Source: an optimization exercise on an open RTL-to-GDS flow (aim: small area, a short achievable clock period and few clock cycles per item). Production flows keep margins and buffers that such runs may drop.
No functional check of the RTL was part of this run.
Power and IR drop assume default switching activity.

--- flow/config.mk ---
export PLATFORM = sky130hd
export DESIGN_NAME = sobel_top
export DESIGN_NICKNAME = sobel_top
export VERILOG_FILES = /design/flow/design.v
export SDC_FILE = /design/flow/constraint.sdc
export NUM_CORES = 4
export LEC_CHECK = 0
export CAP_MARGIN = 20
export CORE_MARGIN = 2
export CORE_UTILIZATION = 40
export SETUP_SLACK_MARGIN = 3.1
export SLEW_MARGIN = 20
--- flow/constraint.sdc ---
create_clock -name core_clock -period 5.5 [get_ports {clk}]
set_input_delay 1.1000 -clock core_clock [delete_from_list [all_inputs] [get_ports {clk}]]
set_output_delay 1.1000 -clock core_clock [all_outputs]
set_load 0.01 [all_outputs]
--- flow/design.v ---
package sobel_pkg;
    typedef logic [11:0] rgb_t;
    typedef logic [7:0]  apb_addr_t;
    typedef logic [31:0] apb_data_t;
endpackage
module sobel_mag_rows (
    input  logic [5:0]  bx,
    input  logic        sx,
    input  logic [5:0]  by,
    input  logic        sy,
    input  logic [12:0] thresh,
    output logic [13:4] r1,
    output logic [13:4] r2,
    output logic        c_lo
);
    logic [12:0] nt;
    logic m_1;
    logic m_2;
    logic m_3;
    logic m_4;
    logic m_5;
    logic m_6;
    logic m_7;
    logic m_8;
    logic m_9;
    logic m_10;
    logic m_11;
    logic m_12;
    logic m_13;
    logic m_14;
    logic m_15;
    logic m_16;
    logic m_17;
    logic m_18;
    logic m_19;
    logic m_20;
    logic m_21;
    logic m_22;
    logic m_23;
    logic m_24;
    logic m_25;
    logic m_26;
    logic m_27;
    logic m_28;
    logic m_29;
    logic m_30;
    logic m_31;
    logic m_32;
    logic m_33;
    logic m_34;
    logic m_35;
    logic m_36;
    logic m_37;
    logic m_38;
    logic m_39;
    logic m_40;
    logic m_41;
    logic m_42;
    logic m_43;
    logic m_44;
    logic m_45;
    logic m_46;
    logic m_47;
    logic m_48;
    logic m_49;
    logic m_50;
    logic m_51;
    logic m_52;
    logic m_53;
    logic m_54;
    logic m_55;
    logic m_56;
    logic m_57;
    logic m_58;
    logic m_59;
    logic m_60;
    logic m_61;
    logic m_62;
    logic m_63;
    logic m_64;
    logic m_65;
    logic m_66;
    logic m_67;
    logic m_68;
    logic m_69;
    logic m_70;
    logic m_71;
    logic m_72;
    logic m_73;
    logic m_74;
    logic m_75;
    logic m_76;
    logic m_77;
    logic m_78;
    logic m_79;
    logic m_80;
    logic m_81;
    logic m_82;
    logic m_83;
    logic m_84;
    logic m_85;
    logic m_86;
    logic m_87;
    logic m_88;
    logic m_89;
    logic m_90;
    logic m_91;
    logic m_92;
    logic m_93;
    logic m_94;
    logic m_95;
    logic m_96;
    logic m_97;
    logic m_98;
    logic m_99;
    logic m_100;
    logic m_101;
    logic m_102;
    logic m_103;
    logic m_104;
    logic [4:0] lc;
    logic [3:0] l1, l2;
    assign nt = ~thresh;
    assign m_1 = (bx[0] & bx[2]) ^ (bx[1] & bx[0]);
    assign m_2 = (bx[0] & bx[2]) & (bx[1] & bx[0]);
    assign m_3 = (bx[0] & bx[3]) ^ (bx[2] & ~bx[1]) ^ (sx & bx[3]);
    assign m_4 = ((bx[0] & bx[3]) & (bx[2] & ~bx[1])) | ((bx[0] & bx[3]) & (sx & bx[3])) | ((bx[2] & ~bx[1]) & (sx & bx[3]));
    assign m_5 = (bx[0] & bx[4]) ^ (bx[1] & bx[3]) ^ (bx[2] & bx[1]);
    assign m_6 = ((bx[0] & bx[4]) & (bx[1] & bx[3])) | ((bx[0] & bx[4]) & (bx[2] & bx[1])) | ((bx[1] & bx[3]) & (bx[2] & bx[1]));
    assign m_7 = (sx & bx[4]) ^ (by[0] & by[4]) ^ (by[1] & by[3]);
    assign m_8 = ((sx & bx[4]) & (by[0] & by[4])) | ((sx & bx[4]) & (by[1] & by[3])) | ((by[0] & by[4]) & (by[1] & by[3]));
    assign m_9 = (bx[0] & bx[5]) ^ (bx[1] & bx[4]) ^ (bx[3] & ~bx[2]);
    assign m_10 = ((bx[0] & bx[5]) & (bx[1] & bx[4])) | ((bx[0] & bx[5]) & (bx[3] & ~bx[2])) | ((bx[1] & bx[4]) & (bx[3] & ~bx[2]));
    assign m_11 = (sx & bx[5]) ^ (by[0] & by[5]) ^ (by[1] & by[4]);
    assign m_12 = ((sx & bx[5]) & (by[0] & by[5])) | ((sx & bx[5]) & (by[1] & by[4])) | ((by[0] & by[5]) & (by[1] & by[4]));
    assign m_13 = (by[3] & ~by[2]) ^ (sy & by[5]);
    assign m_14 = (by[3] & ~by[2]) & (sy & by[5]);
    assign m_15 = (bx[1] & bx[5]) ^ (bx[2] & bx[4]) ^ (bx[3] & bx[2]);
    assign m_16 = ((bx[1] & bx[5]) & (bx[2] & bx[4])) | ((bx[1] & bx[5]) & (bx[3] & bx[2])) | ((bx[2] & bx[4]) & (bx[3] & bx[2]));
    assign m_17 = (by[1] & by[5]) ^ (by[2] & by[4]) ^ (by[3] & by[2]);
    assign m_18 = ((by[1] & by[5]) & (by[2] & by[4])) | ((by[1] & by[5]) & (by[3] & by[2])) | ((by[2] & by[4]) & (by[3] & by[2]));
    assign m_19 = (bx[2] & bx[5]) ^ (bx[4] & ~bx[3]);
    assign m_20 = (bx[2] & bx[5]) & (bx[4] & ~bx[3]);
    assign m_21 = bx[0] ^ sx;
    assign m_22 = bx[0] & sx;
    assign m_23 = (bx[1] & ~bx[0]) ^ (sx & bx[1]);
    assign m_24 = (bx[1] & ~bx[0]) & (sx & bx[1]);
    assign m_25 = m_1 ^ (sx & bx[2]) ^ (by[0] & by[2]);
    assign m_26 = (m_1 & (sx & bx[2])) | (m_1 & (by[0] & by[2])) | ((sx & bx[2]) & (by[0] & by[2]));
    assign m_27 = (by[1] & by[0]) ^ (sy & by[2]);
    assign m_28 = (by[1] & by[0]) & (sy & by[2]);
    assign m_29 = m_3 ^ (by[0] & by[3]) ^ (by[2] & ~by[1]);
    assign m_30 = (m_3 & (by[0] & by[3])) | (m_3 & (by[2] & ~by[1])) | ((by[0] & by[3]) & (by[2] & ~by[1]));
    assign m_31 = (sy & by[3]) ^ nt[4] ^ m_2;
    assign m_32 = ((sy & by[3]) & nt[4]) | ((sy & by[3]) & m_2) | (nt[4] & m_2);
    assign m_33 = m_5 ^ m_7 ^ (by[2] & by[1]);
    assign m_34 = (m_5 & m_7) | (m_5 & (by[2] & by[1])) | (m_7 & (by[2] & by[1]));
    assign m_35 = (sy & by[4]) ^ nt[5] ^ m_4;
    assign m_36 = ((sy & by[4]) & nt[5]) | ((sy & by[4]) & m_4) | (nt[5] & m_4);
    assign m_37 = m_9 ^ m_11 ^ m_13;
    assign m_38 = (m_9 & m_11) | (m_9 & m_13) | (m_11 & m_13);
    assign m_39 = nt[6] ^ m_6 ^ m_8;
    assign m_40 = (nt[6] & m_6) | (nt[6] & m_8) | (m_6 & m_8);
    assign m_41 = m_15 ^ m_17 ^ nt[7];
    assign m_42 = (m_15 & m_17) | (m_15 & nt[7]) | (m_17 & nt[7]);
    assign m_43 = m_10 ^ m_12 ^ m_14;
    assign m_44 = (m_10 & m_12) | (m_10 & m_14) | (m_12 & m_14);
    assign m_45 = m_19 ^ (by[2] & by[5]) ^ (by[4] & ~by[3]);
    assign m_46 = (m_19 & (by[2] & by[5])) | (m_19 & (by[4] & ~by[3])) | ((by[2] & by[5]) & (by[4] & ~by[3]));
    assign m_47 = nt[8] ^ m_16 ^ m_18;
    assign m_48 = (nt[8] & m_16) | (nt[8] & m_18) | (m_16 & m_18);
    assign m_49 = (bx[3] & bx[5]) ^ (bx[4] & bx[3]) ^ (by[3] & by[5]);
    assign m_50 = ((bx[3] & bx[5]) & (bx[4] & bx[3])) | ((bx[3] & bx[5]) & (by[3] & by[5])) | ((bx[4] & bx[3]) & (by[3] & by[5]));
    assign m_51 = (by[4] & by[3]) ^ nt[9] ^ m_20;
    assign m_52 = ((by[4] & by[3]) & nt[9]) | ((by[4] & by[3]) & m_20) | (nt[9] & m_20);
    assign m_53 = (bx[5] & ~bx[4]) ^ (by[5] & ~by[4]);
    assign m_54 = (bx[5] & ~bx[4]) & (by[5] & ~by[4]);
    assign m_55 = m_21 ^ by[0];
    assign m_56 = m_21 & by[0];
    assign m_57 = (sx & bx[0]) ^ (sy & by[0]) ^ nt[1];
    assign m_58 = ((sx & bx[0]) & (sy & by[0])) | ((sx & bx[0]) & nt[1]) | ((sy & by[0]) & nt[1]);
    assign m_59 = m_23 ^ (by[1] & ~by[0]) ^ (sy & by[1]);
    assign m_60 = (m_23 & (by[1] & ~by[0])) | (m_23 & (sy & by[1])) | ((by[1] & ~by[0]) & (sy & by[1]));
    assign m_61 = m_25 ^ m_27 ^ nt[3];
    assign m_62 = (m_25 & m_27) | (m_25 & nt[3]) | (m_27 & nt[3]);
    assign m_63 = m_29 ^ m_31 ^ m_26;
    assign m_64 = (m_29 & m_31) | (m_29 & m_26) | (m_31 & m_26);
    assign m_65 = m_33 ^ m_35 ^ m_30;
    assign m_66 = (m_33 & m_35) | (m_33 & m_30) | (m_35 & m_30);
    assign m_67 = m_37 ^ m_39 ^ m_34;
    assign m_68 = (m_37 & m_39) | (m_37 & m_34) | (m_39 & m_34);
    assign m_69 = m_41 ^ m_43 ^ m_38;
    assign m_70 = (m_41 & m_43) | (m_41 & m_38) | (m_43 & m_38);
    assign m_71 = m_45 ^ m_47 ^ m_42;
    assign m_72 = (m_45 & m_47) | (m_45 & m_42) | (m_47 & m_42);
    assign m_73 = m_49 ^ m_51 ^ m_46;
    assign m_74 = (m_49 & m_51) | (m_49 & m_46) | (m_51 & m_46);
    assign m_75 = m_53 ^ nt[10] ^ m_50;
    assign m_76 = (m_53 & nt[10]) | (m_53 & m_50) | (nt[10] & m_50);
    assign m_77 = (bx[5] & bx[4]) ^ (by[5] & by[4]) ^ nt[11];
    assign m_78 = ((bx[5] & bx[4]) & (by[5] & by[4])) | ((bx[5] & bx[4]) & nt[11]) | ((by[5] & by[4]) & nt[11]);
    assign m_79 = m_55 ^ sy;
    assign m_80 = m_55 & sy;
    assign m_81 = m_57 ^ m_22 ^ m_56;
    assign m_82 = (m_57 & m_22) | (m_57 & m_56) | (m_22 & m_56);
    assign m_83 = m_59 ^ nt[2] ^ m_58;
    assign m_84 = (m_59 & nt[2]) | (m_59 & m_58) | (nt[2] & m_58);
    assign m_85 = m_61 ^ m_24 ^ m_60;
    assign m_86 = (m_61 & m_24) | (m_61 & m_60) | (m_24 & m_60);
    assign m_87 = m_63 ^ m_28 ^ m_62;
    assign m_88 = (m_63 & m_28) | (m_63 & m_62) | (m_28 & m_62);
    assign m_89 = m_65 ^ m_32 ^ m_64;
    assign m_90 = (m_65 & m_32) | (m_65 & m_64) | (m_32 & m_64);
    assign m_91 = m_67 ^ m_36 ^ m_66;
    assign m_92 = (m_67 & m_36) | (m_67 & m_66) | (m_36 & m_66);
    assign m_93 = m_69 ^ m_40 ^ m_68;
    assign m_94 = (m_69 & m_40) | (m_69 & m_68) | (m_40 & m_68);
    assign m_95 = m_71 ^ m_44 ^ m_70;
    assign m_96 = (m_71 & m_44) | (m_71 & m_70) | (m_44 & m_70);
    assign m_97 = m_73 ^ m_48 ^ m_72;
    assign m_98 = (m_73 & m_48) | (m_73 & m_72) | (m_48 & m_72);
    assign m_99 = m_75 ^ m_52 ^ m_74;
    assign m_100 = (m_75 & m_52) | (m_75 & m_74) | (m_52 & m_74);
    assign m_101 = m_77 ^ m_54 ^ m_76;
    assign m_102 = (m_77 & m_54) | (m_77 & m_76) | (m_54 & m_76);
    assign m_103 = nt[12] ^ m_78;
    assign m_104 = nt[12] & m_78;
    assign l1[0] = m_79;
    assign l2[0] = nt[0];
    assign l1[1] = m_81;
    assign l2[1] = m_80;
    assign l1[2] = m_83;
    assign l2[2] = m_82;
    assign l1[3] = m_85;
    assign l2[3] = m_84;
    assign r1[4] = m_87;
    assign r2[4] = m_86;
    assign r1[5] = m_89;
    assign r2[5] = m_88;
    assign r1[6] = m_91;
    assign r2[6] = m_90;
    assign r1[7] = m_93;
    assign r2[7] = m_92;
    assign r1[8] = m_95;
    assign r2[8] = m_94;
    assign r1[9] = m_97;
    assign r2[9] = m_96;
    assign r1[10] = m_99;
    assign r2[10] = m_98;
    assign r1[11] = m_101;
    assign r2[11] = m_100;
    assign r1[12] = m_103;
    assign r2[12] = m_102;
    assign r1[13] = m_104;
    assign r2[13] = 1'b0;
    assign lc[0] = 1'b0;
    for (genvar i = 0; i < 4; i++) begin : g_lc
        assign lc[i+1] = (l1[i] & l2[i]) | ((l1[i] | l2[i]) & lc[i]);
    end
    assign c_lo = lc[4];
endmodule
module sobel_mag_carry (
    input  logic [13:4] r1,
    input  logic [13:4] r2,
    input  logic        c_lo,
    output logic        is_edge
);
    logic [13:4] cc;
    assign cc[4] = c_lo;
    for (genvar i = 4; i < 13; i++) begin : g_cc
        assign cc[i+1] = (r1[i] & r2[i]) | ((r1[i] | r2[i]) & cc[i]);
    end
    assign is_edge = r1[13] ^ r2[13] ^ cc[13];
endmodule
`timescale 1ns/1ps
module sobel_top #(
    parameter int IMG_WIDTH  = 160,
    parameter int IMG_HEIGHT = 120,
    parameter int ADDR_W     = 15
) (
    input  logic                 clk,
    input  logic                 rst_n,
    input  logic                 psel,
    input  logic                 penable,
    input  logic                 pwrite,
    input  sobel_pkg::apb_addr_t paddr,
    input  sobel_pkg::apb_data_t pwdata,
    output sobel_pkg::apb_data_t prdata,
    output logic                 pready,
    output logic                 pslverr,
    output logic                 src_rd_en,
    output logic [ADDR_W-1:0]    src_addr,
    input  sobel_pkg::rgb_t      src_data,
    output logic                 edge_we,
    output logic [ADDR_W-1:0]    edge_addr,
    output logic                 edge_bit
);
    localparam int L      = 12;
    localparam int K      = L - 2;
    localparam int NSTRIP = (IMG_HEIGHT - 2 + K - 1) / K;
    localparam int J_LAST = (IMG_HEIGHT - 1) - (NSTRIP - 1) * K;
    localparam int CH     = 2 * L + 3;
    localparam logic [ADDR_W-1:0] STEP_ROW   = ADDR_W'(IMG_WIDTH);
    localparam logic [ADDR_W-1:0] STEP_COL   = ADDR_W'(1 - (L - 1) * IMG_WIDTH);
    localparam logic [ADDR_W-1:0] STEP_STRIP = ADDR_W'(-IMG_WIDTH - (IMG_WIDTH - 1));
    localparam logic [ADDR_W-1:0] EDGE_INIT  = ADDR_W'(-3 * IMG_WIDTH + (IMG_WIDTH - 1) - IMG_WIDTH - 1);
    logic [12:0] thresh;
    logic [3:0]  margin;
    logic        busy;
    logic        done;
    logic [14:0] last_count;
    logic [14:0] cnt;
    logic [14:0] cnt_next;
    logic [14:0] rd_q;
    logic        err_q;
    logic        wr_th_q, wr_mg_q, wr_ct_q;
    logic        a_ct, a_th, a_mg, a_st, a_cn;
    assign a_ct = (paddr == 8'h00);
    assign a_th = (paddr == 8'h04);
    assign a_mg = (paddr == 8'h08);
    assign a_st = (paddr == 8'h0C);
    assign a_cn = (paddr == 8'h10);
    logic        a_ok;
    logic [14:0] rd_sel;
    assign a_ok = (paddr[7:5] == 3'd0) && (paddr[1:0] == 2'd0);
    always_comb begin
        case (paddr[4:2])
            3'd1:    rd_sel = {2'd0, thresh};
            3'd2:    rd_sel = {11'd0, margin};
            3'd3:    rd_sel = {13'd0, done, busy};
            3'd4:    rd_sel = last_count;
            default: rd_sel = '0;
        endcase
    end
    always_ff @(posedge clk) begin
        rd_q    <= a_ok ? rd_sel : 15'd0;
        err_q   <= !(a_ct || a_th || a_mg || a_st || a_cn) || (pwrite && busy && (a_ct || a_th || a_mg));
        wr_th_q <= pwrite && !busy && a_th;
        wr_mg_q <= pwrite && !busy && a_mg;
        wr_ct_q <= pwrite && !busy && a_ct;
    end
    logic access;
    logic start;
    assign pready  = 1'b1;
    assign pslverr = err_q;
    assign prdata  = {17'd0, rd_q};
    assign access  = psel && penable;
    assign start   = access && wr_ct_q && pwdata[0];
    always_ff @(posedge clk or negedge rst_n) begin
        if (!rst_n) begin
            thresh <= 13'd3000;
            margin <= 4'd0;
        end else begin
            if (access && wr_th_q) thresh <= pwdata[12:0];
            if (access && wr_mg_q) margin <= pwdata[3:0];
        end
    end
    logic [3:0]  j;       
    logic [7:0]  x;       
    logic [6:0]  ry;      
    logic        rd_done;
    logic        col_end;
    logic        strip_end;
    logic        final_rd;
    always_ff @(posedge clk) begin
        col_end   <= busy && !col_end && (j == 4'(L - 2));
        strip_end <= busy && (col_end ? (!strip_end && (x == 8'(IMG_WIDTH - 2))) : strip_end);
    end
    logic        rd_next;
    assign final_rd  = strip_end && (ry == 7'(IMG_HEIGHT - 1)) && (j == 4'(J_LAST));
    always_ff @(posedge clk) begin
        if (!busy) begin
            j         <= '0;
            x         <= '0;
            ry        <= '0;
            src_addr  <= '0;
            edge_addr <= EDGE_INIT;
            rd_done   <= 1'b0;
        end else begin
            if (col_end) begin
                j <= '0;
                if (strip_end) begin
                    x        <= '0;
                    ry       <= ry - 7'd1;
                    src_addr <= src_addr + STEP_STRIP;
                end else begin
                    x        <= x + 8'd1;
                    ry       <= ry - 7'(L - 1);
                    src_addr <= src_addr + STEP_COL;
                end
            end else begin
                j        <= j + 4'd1;
                ry       <= ry + 7'd1;
                src_addr <= src_addr + STEP_ROW;
            end
            if (j == 4'd4) begin
                edge_addr <= edge_addr + ((x == 8'd0) ? STEP_STRIP : STEP_COL);
            end else begin
                edge_addr <= edge_addr + STEP_ROW;
            end
            if (src_rd_en && final_rd) rd_done <= 1'b1;
        end
    end
    always_comb begin
        if (!busy) begin
            rd_next = start;
        end else if (rd_done || final_rd) begin
            rd_next = 1'b0;
        end else if (col_end) begin
            rd_next = !strip_end || (ry <= 7'(IMG_HEIGHT));
        end else begin
            rd_next = (ry <= 7'(IMG_HEIGHT - 2));
        end
    end
    always_ff @(posedge clk or negedge rst_n) begin
        if (!rst_n) src_rd_en <= 1'b0;
        else        src_rd_en <= rd_next;
    end
    logic [3:0] luma;
    logic [3:0] ch [0:CH-1];
    assign luma = 4'(src_data[11:10]) + 4'(src_data[7:5]) + 4'(src_data[7]) + 4'(src_data[3]);
    always_ff @(posedge clk) begin
        ch[0] <= luma;
        for (int i = 1; i < CH; i++) ch[i] <= ch[i-1];
    end
    logic [5:0]  sum_l, sum_r, sum_t, sum_b;
    logic [6:0]  dx, dy;
    logic [5:0]  bx, by;
    logic        sx, sy;
    logic [13:4] r1_d, r2_d, r1, r2;
    logic        c_lo_d, c_lo;
    logic        is_edge;
    assign sum_l = 6'(ch[2*L+2]) + {1'b0, ch[2*L+1], 1'b0} + 6'(ch[2*L]);
    assign sum_r = 6'(ch[2])     + {1'b0, ch[1], 1'b0}     + 6'(ch[0]);
    assign sum_t = 6'(ch[2*L+2]) + {1'b0, ch[L+2], 1'b0}   + 6'(ch[2]);
    assign sum_b = 6'(ch[2*L])   + {1'b0, ch[L], 1'b0}     + 6'(ch[0]);
    assign dx = {1'b0, sum_l} - {1'b0, sum_r};
    assign dy = {1'b0, sum_t} - {1'b0, sum_b};
    sobel_mag_rows u_rows (
        .bx     (bx),
        .sx     (sx),
        .by     (by),
        .sy     (sy),
        .thresh (thresh),
        .r1     (r1_d),
        .r2     (r2_d),
        .c_lo   (c_lo_d)
    );
    sobel_mag_carry u_carry (
        .r1      (r1),
        .r2      (r2),
        .c_lo    (c_lo),
        .is_edge (is_edge)
    );
    always_ff @(posedge clk) begin
        sx   <= dx[6];
        bx   <= dx[5:0] ^ {6{dx[6]}};
        sy   <= dy[6];
        by   <= dy[5:0] ^ {6{dy[6]}};
        r1   <= r1_d;
        r2   <= r2_d;
        c_lo <= c_lo_d;
    end
    logic v0, m0;
    logic [4:1] v;
    logic [4:1] m;
    assign v0 = src_rd_en && (j >= 4'd2) && (x >= 8'd2);
    assign m0 = (x <= 8'(margin)) || ((9'(x) + 9'(margin)) > 9'(IMG_WIDTH))
             || (ry <= 7'(margin)) || ((8'(ry) + 8'(margin)) > 8'(IMG_HEIGHT));
    always_ff @(posedge clk or negedge rst_n) begin
        if (!rst_n) begin
            v       <= '0;
            edge_we <= 1'b0;
        end else begin
            v       <= {v[3:1], v0};
            edge_we <= v[4];
        end
    end
    always_ff @(posedge clk) begin
        m        <= {m[3:1], m0};
        edge_bit <= is_edge && !m[4];
    end
    assign cnt_next = cnt + 15'(edge_we && edge_bit);
    always_ff @(posedge clk) begin
        if (!busy) cnt <= '0;
        else       cnt <= cnt_next;
    end
    always_ff @(posedge clk or negedge rst_n) begin
        if (!rst_n) begin
            busy       <= 1'b0;
            done       <= 1'b0;
            last_count <= '0;
        end else if (start) begin
            busy <= 1'b1;
            done <= 1'b0;
        end else if (busy && rd_done && (v == 4'd0) && !edge_we) begin
            busy       <= 1'b0;
            done       <= 1'b1;
            last_count <= cnt;
        end
    end
endmodule
--- flow/flow/run.sh ---
#!/bin/bash
# The standard flow, with these changes to how the layout is made:
#  - Yosys's adder-cell mapping is off (adders are left as plain gates for ABC),
#  - ABC uses its area script, with ABC's area-oriented mapper (amap) in place of map,
#  - the port buffers are buf_2 cells instead of the slow delay-buffer cell that
#    buffer_ports picks by default.
set -euo pipefail
ARGS=(ADDER_MAP_FILE= ABC_AREA=1 "BUFFER_PORTS_ARGS=-buffer_cell sky130_fd_sc_hd__buf_2")
# Synthesis reads the ORFS scripts from a copy whose ABC area script uses amap
cp -r "$FLOW_HOME/scripts" synth_scripts
sed -i 's/^map -B 0.9$/amap/' synth_scripts/abc_area.script
cat synth_scripts/abc_area.script > abc_script_used.log
bash standard.sh "${ARGS[@]}" SCRIPTS_DIR="$PWD/synth_scripts" synth > flow_synth.log 2>&1
bash standard.sh "${ARGS[@]}" finish > flow_standard.log 2>&1
--- flow/standard.sh ---
#!/bin/bash
# synth_recipe.tcl (not shown) runs the flow's synth.tcl, then flattens the netlist and writes it again
# the make line also repeats each setting of config.mk as NAME=value (left out here)
make -C /OpenROAD-flow-scripts/flow DESIGN_CONFIG=/design/flow/config.mk WORK_HOME=/design/flow/orfs CLKGATE_MAP_FILE= SYNTH_SCRIPT=/design/flow/synth_recipe.tcl "${@:-finish}"
==> results.txt <==
die width = 174 um
clock-pin slew of the registers on the worst-case setup and hold paths = 0.06 ns
Hold Vio Cnt, Final = 0
Remaining Overflow, GRT = 0
Power Density = 568 nW/um2
Gate Count Post-Synth = 1481
worst endpoint required time = 5.94 ns
hold path startpoint = ch[13][0]$_DFF_P_
starting density of the core = 40.4%
max cap viols = 0
min Tclk post-route = 2.79 ns
actual slew at the worst max-slew pin = 0.923 ns
power consumption = 8.77 mW
WHS = 0.323 ns
DRT iter0 DRCs = 620
final worst-path cycle share = 50.8%
synthesis-stage register bit count = 273
dominant cell type by area after synthesis = dfxtp_1
launch point of the critical path = x[6]$_SDFFE_PN0P_
Pleak = 6.28 nW
CTS root buffer = clkbuf_16
WL met3 = 1060 um
critical path startpoint category = flip-flop
fin nets = 1741
GRT Total Usage = 17.0%
area grow syn2layout = 33.9%
Final ANT Viol Nets = 0
fmax = 358 MHz
Met1 Wirelength = 13400 um
vias in the first global route = 9219
Seq/Total Area, Yosys = 49.2%
Clock Tree Buf Depth = 3
Yosys cell types = 66
vias = 10500
fillers = 2664
status = timing/DRC/antenna clean
share of the synthesized area in the top cell type = 40.4%
I/O Pins = 124
CP max FO = 4
1st-pass router iterations = 8
clock latency (worst-skew pair) = 0.55 ns
top cells by count, synth = 330 x nor2_1, 233 x dfxtp_1, 143 x a21oi_1, 143 x nand2_1, 140 x inv_1
CTS tree = done
most numerous cell in the Yosys netlist = nor2_1
Placed Area = 12400 um2
crit path DAT = 3.24 ns
Detail Placement HPWL = 18200 um
Final Cell Area = 15500 um2
share of post-route cells with drive strength above 1 = 33.0%
die height = 174 um
asr flop ratio synth = 14.7%
DRC viols = 0
row count = 62
Worst R2R Start = x[6]$_SDFFE_PN0P_
ys flop type = dfxtp_1
Syn. warnings = 2
Crit. End Element = flip-flop
via/cell ratio = 5.03
Post-Route WL = 28600 um
CTS sink count = 273
CTS buffer count = 30
htree depth = 1
Final Worst Setup Slack = 2.71 ns
WL met2 = 13300 um
IO Port Bufs = 80
slew margin rel. = 38.5%
Synth Cell Area = 11500 um2
final setup TNS = 0 ns
# hold bufs at CTS = 0
area of the die = 30200 um2
clock skew = 0.0126 ns
Avg Cell Area, Syn = 7.79 um2
initial antenna violation count = 1
Max Slew Vio Count = 0
synth top area cells = dfxtp_1 40%, nor2_1 11%, dfrtp_1 7.2%, a21oi_1 6.2%, o21ai_0 5.3%
RSZ-0062 raised after global routing = true
Setup CP Type = flip-flop to flip-flop
pre-CTS WS = 2.64 ns
Core ar. = 28500 um2
peak supply drop = 0.281 mV
average wire per standard cell = 13.7 um
Hold Path Class = flip-flop to flip-flop
largest net degree at the start of global routing = 47
EDFF count, synth = 0
first-pass GRT wire length = 43600 um
Final setup viols = 0
GP Congestion = 0.866
top routing layer used = met4
## metrics by stage
| stage | util (%) | std cells |
|---|---|---|
| floorplan | - | 1497 |
| global placement | 43.4 | 1926 |
| detailed placement | 43.4 | 1926 |
| CTS | 49.5 | 2025 |
| global route | 54.2 | 2093 |
| finish | 54.2 | 2093 |
## state kept, by name, summed over array words and instances, names as in the netlist, 4 cells and up
signal	count
bx	6
v	4
src_addr	15
ry	7
j	4
m	4
cnt	15
edge_addr	15
r1	10
r2	9
thresh	13
ch	108
by	6
margin	4
rd_q	15
x	8
last_count	15
## worst max-delay path, stage by stage, from the launching register on
cell and delay, ns:
dfxtp_2 0.32, or2_4 0.25, nor3_4 0.22, nand4_4 0.15, nor2_8 0.20, a21oi_2 0.09, and2_4 0.16, a211o_1 0.29
o21ai_2 0.08, o21ai_2 0.09, a311oi_2 0.24, nand2b_1 0.13, nor3_2 0.14, o22ai_2 0.12, a21oi_2 0.13, o21ai_1 0.07
## layout by cell type, fill, tap and decap left out, types with 31 or more instances in the layout
cell type,count
nor2_1,239
dfxtp_1,206
inv_1,121
nand2_1,118
buf_4,97
a21oi_1,91
o21ai_0,86
buf_2,80
nor2_2,52
a21oi_2,48
nor2_4,40
o22ai_1,38
clkbuf_16,32
dfrtp_1,32
o21ai_2,31
## logic make-up after synthesis
| logic type | Yosys count | share of synthesized area (%) |
|---|---|---|
| and+or+nand+nor | 563 | 20.2 |
| other | 2 | 0.0651 |
| buffers and inverters | 185 | 6.63 |
| xor gates and xnor gates | 1 | 0.0759 |
| DFF | 273 | 49.2 |
| AOI/OAI and AO/OA | 457 | 23.8 |
## per-layer routing
metal  GRT usage, %  up-vias
met5              0        -
met4           4.34        0
met3           2.41       58
met2           27.8      214
met1           23.7     4806
li1               -     5456
## power by group
| part | internal [mW] | total (mW) | switching (mW) |
|---|---|---|---|
| sequential | 2.27 | 2.46 | 0.183 |
| combinational | 1.90 | 4.34 | 2.45 |
| clock | 1.14 | 1.97 | 0.831 |
| total | 5.31 | 8.77 | 3.46 |
## repair_timing
item	in CTS	in global routing
hold endpoints to repair	0	0
pin swaps	60	114
setup buffers	43	64
gates resized for setup	160	249
endpoints found under the setup margin	56	64
cloned	0	3
## worst paths after layout
check / endpoint / slack [ns] / cells after the start
worst max-delay path: edge_addr[14]$_SDFF_PN1_ / 2.71 / 15
worst min-delay path: ch[14][0]$_DFF_P_ / 0.32 / 0
worst max register to register: edge_addr[14]$_SDFF_PN1_ / 2.71 / 15
worst min register to register: ch[14][0]$_DFF_P_ / 0.32 / 0
max in group asynchronous: busy$_DFFE_PN0P_ / 4.18 / 1
min in group asynchronous: last_count[12]$_DFFE_PN0P_ / 0.67 / 1
## final cells by class
class,count,area (um2),area share [%]
clock buffer,35,800,5.17
tap,384,480,3.11
clock inverter,21,194,1.25
antenna,1,2.50,0.0162
timing repair inverter,1,7.51,0.0486
timing repair buffer,193,1350,8.73
inverter,146,619,4.01
sequential,273,5740,37.1
multi-input combinational,1039,6270,40.5

[what the ideal ports hide]
The results above use ideal ports. As a check the final layout listed here was re-extracted and re-timed, cells and wires unchanged.
Step 1 (the two cells are an assumption about what drives the block):
set clk [get_ports {clk}]
set_driving_cell -lib_cell sky130_fd_sc_hd__clkbuf_16 $clk
set_driving_cell -lib_cell sky130_fd_sc_hd__buf_2 [delete_from_list [all_inputs] $clk]
Step 2 adds t to the input delays and takes it off the output delays; t is the mean of the earliest and latest rising clock arrival at the registers after step 1. Input paths then give back, and output paths get back, about the clock's delay inside the block.
a / b / c = ideal ports / drivers / drivers and shift; a / b = the first two.
shift t [ns]: 0.597
setup slack, ns: 2.706 / 2.706 / 2.614
pins driven straight from the clock port: 1
After both steps this run still meets setup and hold. For this run, drivers alone change the setup slack by 0.000 ns; drivers and shift together by -0.092 ns.
